From an optimization exercise on the open Yosys and OpenROAD flow, aimed at small area, a short achievable clock period and few clock cycles per item; shortcuts taken in it are not production practice. Function was checked by simulation only, so behaviour that the tests miss may differ from the original. No activity file was given, so power comes from the tool's default toggle rates.

==> flow/design.v (excerpt) <==
module layer_slot_allocator #(
   parameter int SLOTS = lsa_pkg::SLOTS_DEF,
   parameter int POOLS = lsa_pkg::POOLS_DEF
) (
   input  logic             clock,
   input  logic             reset,
   input  logic             req_valid,
   output logic             req_stall,
   input  logic [7:0]       req_data,
   output logic             rsp_valid,
   input  logic             rsp_stall,
   output logic [15:0]      rsp_data
);
   logic hold_ff;
   logic       v1_ff;
   logic [7:0] r1_ff;
   logic       va_ff;
   logic [7:0] ra_ff;
   logic [7:0] mba_ff;
   logic       vd_ff;
   logic [7:0] rd_ff;
   logic       md_ff;
   logic       eq_rel_ff;
   logic       eq_hd_ff;
   logic       fw_pop_ff;       
   logic       fw_first_ff;     
   logic       cw_v_ff;
   logic       cw_pool_ff;
   logic       cw_push_ff;
   logic [5:0] cw_slot_ff;
   logic [6:0] cw_pos_ff;
   logic       cw2_v_ff;
   logic       cw2_pool_ff;
   logic       cw2_push_ff;
   logic [5:0] cw2_slot_ff;
   logic [1:0] cw_pop_p_ff;
   logic [1:0] cw_push_p_ff;
   logic [1:0][6:0] fill_ff;     
   logic [1:0]      empty_ff;
   logic [1:0]      full_ff;
   logic [1:0]      one_ff;
   logic [1:0]      f63_ff;
   logic [1:0][6:0] hw_ff;
   logic [1:0]      hwf_ff;
   logic        q0v_ff;
   logic        q1v_ff;
   logic [15:0] q0_ff;
   logic [15:0] q1_ff;
   logic [1:0][5:0] head;
   logic [1:0][5:0] head_nx;
   for (genvar p = 0; p < 2; p++) begin : g_fifo
      lsa_queue_mem #(
         .DEPTH (SLOTS),
         .WIDTH (6)
      ) u_mem (
         .clock     (clock),
         .pop       (cw_pop_p_ff[p]),
         .push      (cw_push_p_ff[p]),
         .wr_pos    (cw_pos_ff),
         .wr_data   (cw_slot_ff),
         .head      (head[p]),
         .head_next (head_nx[p])
      );
   end
   logic       a0_pool;
   logic [5:0] a0_slot;
   logic [7:0] part;
   logic [7:0] part_c;
   assign a0_pool = r1_ff[6];
   assign a0_slot = r1_ff[5:0];
   lsa_pool_ctrl #(
  ...
Size in the first run: about 30 I/O pins, about 0.041 mm^2 of cells after synthesis.
Settings: LEC_CHECK=0, CAP_MARGIN=20, CORE_MARGIN=2, CORE_UTILIZATION=60, CTS_BUF_LIST=sky130_fd_sc_hd__clkbuf_16, CTS_CLUSTER_DIAMETER=80, CTS_CLUSTER_SIZE=25, SETUP_SLACK_MARGIN=3.1, SLEW_MARGIN=20; clock period 5.0 ns.
run.sh (not shown) runs the stock make flow with config.mk's settings and CLKGATE_MAP_FILE= SYNTH_SCRIPT=/design/flow/synth_recipe.tcl, a recipe that flattens the netlist after the stock synthesis.
The first run went through all stages and came out clean.
Testbench counts at the start, summed over its fixed seeds: cycles 32,032, items 32,000.
Edit:
--- a/flow/design.v
+++ b/flow/design.v
@@ -149,19 +149,18 @@
    logic [7:0] mba_ff;
    logic       vd_ff;
    logic [7:0] rd_ff;
    logic       md_ff;
    logic       eq_rel_ff;
    logic       eq_hd_ff;
-   logic       fw_pop_ff;       
-   logic       fw_first_ff;     
    logic       cw_v_ff;
    logic       cw_pool_ff;
    logic       cw_push_ff;
    logic [5:0] cw_slot_ff;
    logic [6:0] cw_pos_ff;
+   logic       cw_first_ff;
    logic       cw2_v_ff;
    logic       cw2_pool_ff;
    logic       cw2_push_ff;
    logic [5:0] cw2_slot_ff;
    logic [1:0] cw_pop_p_ff;
    logic [1:0] cw_push_p_ff;
@@ -240,15 +239,15 @@
    logic       commit;
    assign d_act  = rd_ff[7];
    assign d_pool = rd_ff[6];
    assign d_slot = rd_ff[5:0];
    assign d_mark = eq_rel_ff ? 1'b1 : eq_hd_ff ? 1'b0 : md_ff;
    always_comb begin
-      if (fw_pop_ff) begin
+      if (cw_v_ff && (cw_pool_ff == d_pool) && !cw_push_ff) begin
          d_head = head_nx[d_pool];
-      end else if (fw_first_ff) begin
+      end else if (cw_v_ff && (cw_pool_ff == d_pool) && cw_push_ff && cw_first_ff) begin
          d_head = cw_slot_ff;
       end else begin
          d_head = head[d_pool];
       end
    end
    assign d_hw    = hw_ff[d_pool];
@@ -280,17 +279,14 @@
    logic eq_hc;
    assign eq_h0    = (a1_slot == head[a1_pool]);
    assign eq_h1    = (a1_slot == head_nx[a1_pool]);
    assign eq_hc    = (a1_slot == cw_slot_ff);
    assign eq_rel_c = commit && d_rel && (a1_pool == d_pool) && (a1_slot == d_slot);
    assign eq_hd_c  = commit && d_reuse && (a1_pool == d_pool) &&
-                     (fw_pop_ff ? eq_h1 : fw_first_ff ? eq_hc : eq_h0);
-   logic fw_pop_c;
-   logic fw_first_c;
-   assign fw_pop_c   = commit && d_reuse && (a1_pool == d_pool);
-   assign fw_first_c = commit && d_rel && empty_ff[d_pool] && (a1_pool == d_pool);
+                     ((cw_v_ff && (cw_pool_ff == d_pool) && !cw_push_ff) ? eq_h1 :
+                      (cw_v_ff && (cw_pool_ff == d_pool) && cw_push_ff && cw_first_ff) ? eq_hc : eq_h0);
    logic hand;
    logic q0_free;
    logic q0v_n;
    logic q1v_n;
    assign hand    = q0v_ff && !rsp_stall;
    assign q0_free = !q0v_ff || hand;
@@ -341,29 +337,26 @@
          ra_ff     <= r1_ff;
          mba_ff    <= part_c;
          rd_ff     <= ra_ff;
          md_ff     <= a1_mark;
          eq_rel_ff <= eq_rel_c;
          eq_hd_ff  <= eq_hd_c;
-         fw_pop_ff   <= fw_pop_c;
-         fw_first_ff <= fw_first_c;
       end else begin
          eq_rel_ff <= 1'b0;
          eq_hd_ff  <= 1'b0;
-         fw_pop_ff   <= 1'b0;
-         fw_first_ff <= 1'b0;
          mba_ff    <= {8{a1_mark}};
          md_ff     <= d_mark;
       end
       cw2_pool_ff <= cw_pool_ff;
       cw2_push_ff <= cw_push_ff;
       cw2_slot_ff <= cw_slot_ff;
       cw_pool_ff <= d_pool;
       cw_push_ff <= d_act;
       cw_slot_ff <= d_act ? d_slot : d_head;
       cw_pos_ff  <= d_fill;
+      cw_first_ff <= empty_ff[d_pool];
    end
    for (genvar p = 0; p < 2; p++) begin : g_pool
       logic sel;
       logic pop_p;
       logic push_p;
       logic fresh_p;
Cell area increases by a few percent.
Die area is about the same.
Via count decreases slightly.
Synthesized cell count decreases by a few percent.
Critical path depth decreases by 6.
Worst setup slack loses 0.014 ns.
Area after synthesis is about the same.
Clock-buffer cell count increases by 1.
Global-route usage increases by 0.30 points.
Sequential power hardly moves.
Fmax decreases slightly.
Wire length increases slightly.
Testbench counts after the change, summed over its fixed seeds: cycles 32,032, items 32,000.

re-timing with driven ports:
The flow's constraints put no driver on any port. The routed layouts listed below were extracted and timed again, unchanged, in two steps. Step 1: set_driving_cell puts a clkbuf_16 on clock and a buf_2 on each other input, an assumption about the parent block. Step 2, shift: input delay + t, output delay - t, t = (earliest + latest rising clock arrival at the registers) / 2. This alone moves slack from input paths to output paths. Three values: ideal, step 1, step 2; two values: the first two.
| run | shift t [ns] | setup WS [ns] | worst register clock-pin slew, ns | worst slew at a driven data input, ns | cell pins on the clock port's net |
|---|---|---|---|---|---|
| the first run | 0.697 | 2.808 / 2.765 / 2.665 | 0.10 / 0.10 | 0.07 | 1 |
| the second run | 0.697 | 2.794 / 2.726 / 2.652 | 0.11 / 0.11 | 0.07 | 1 |
After both steps every run listed still meets setup and hold. For the first run, which loses most, drivers alone change the setup slack by -0.043 ns; drivers and shift together by -0.143 ns.
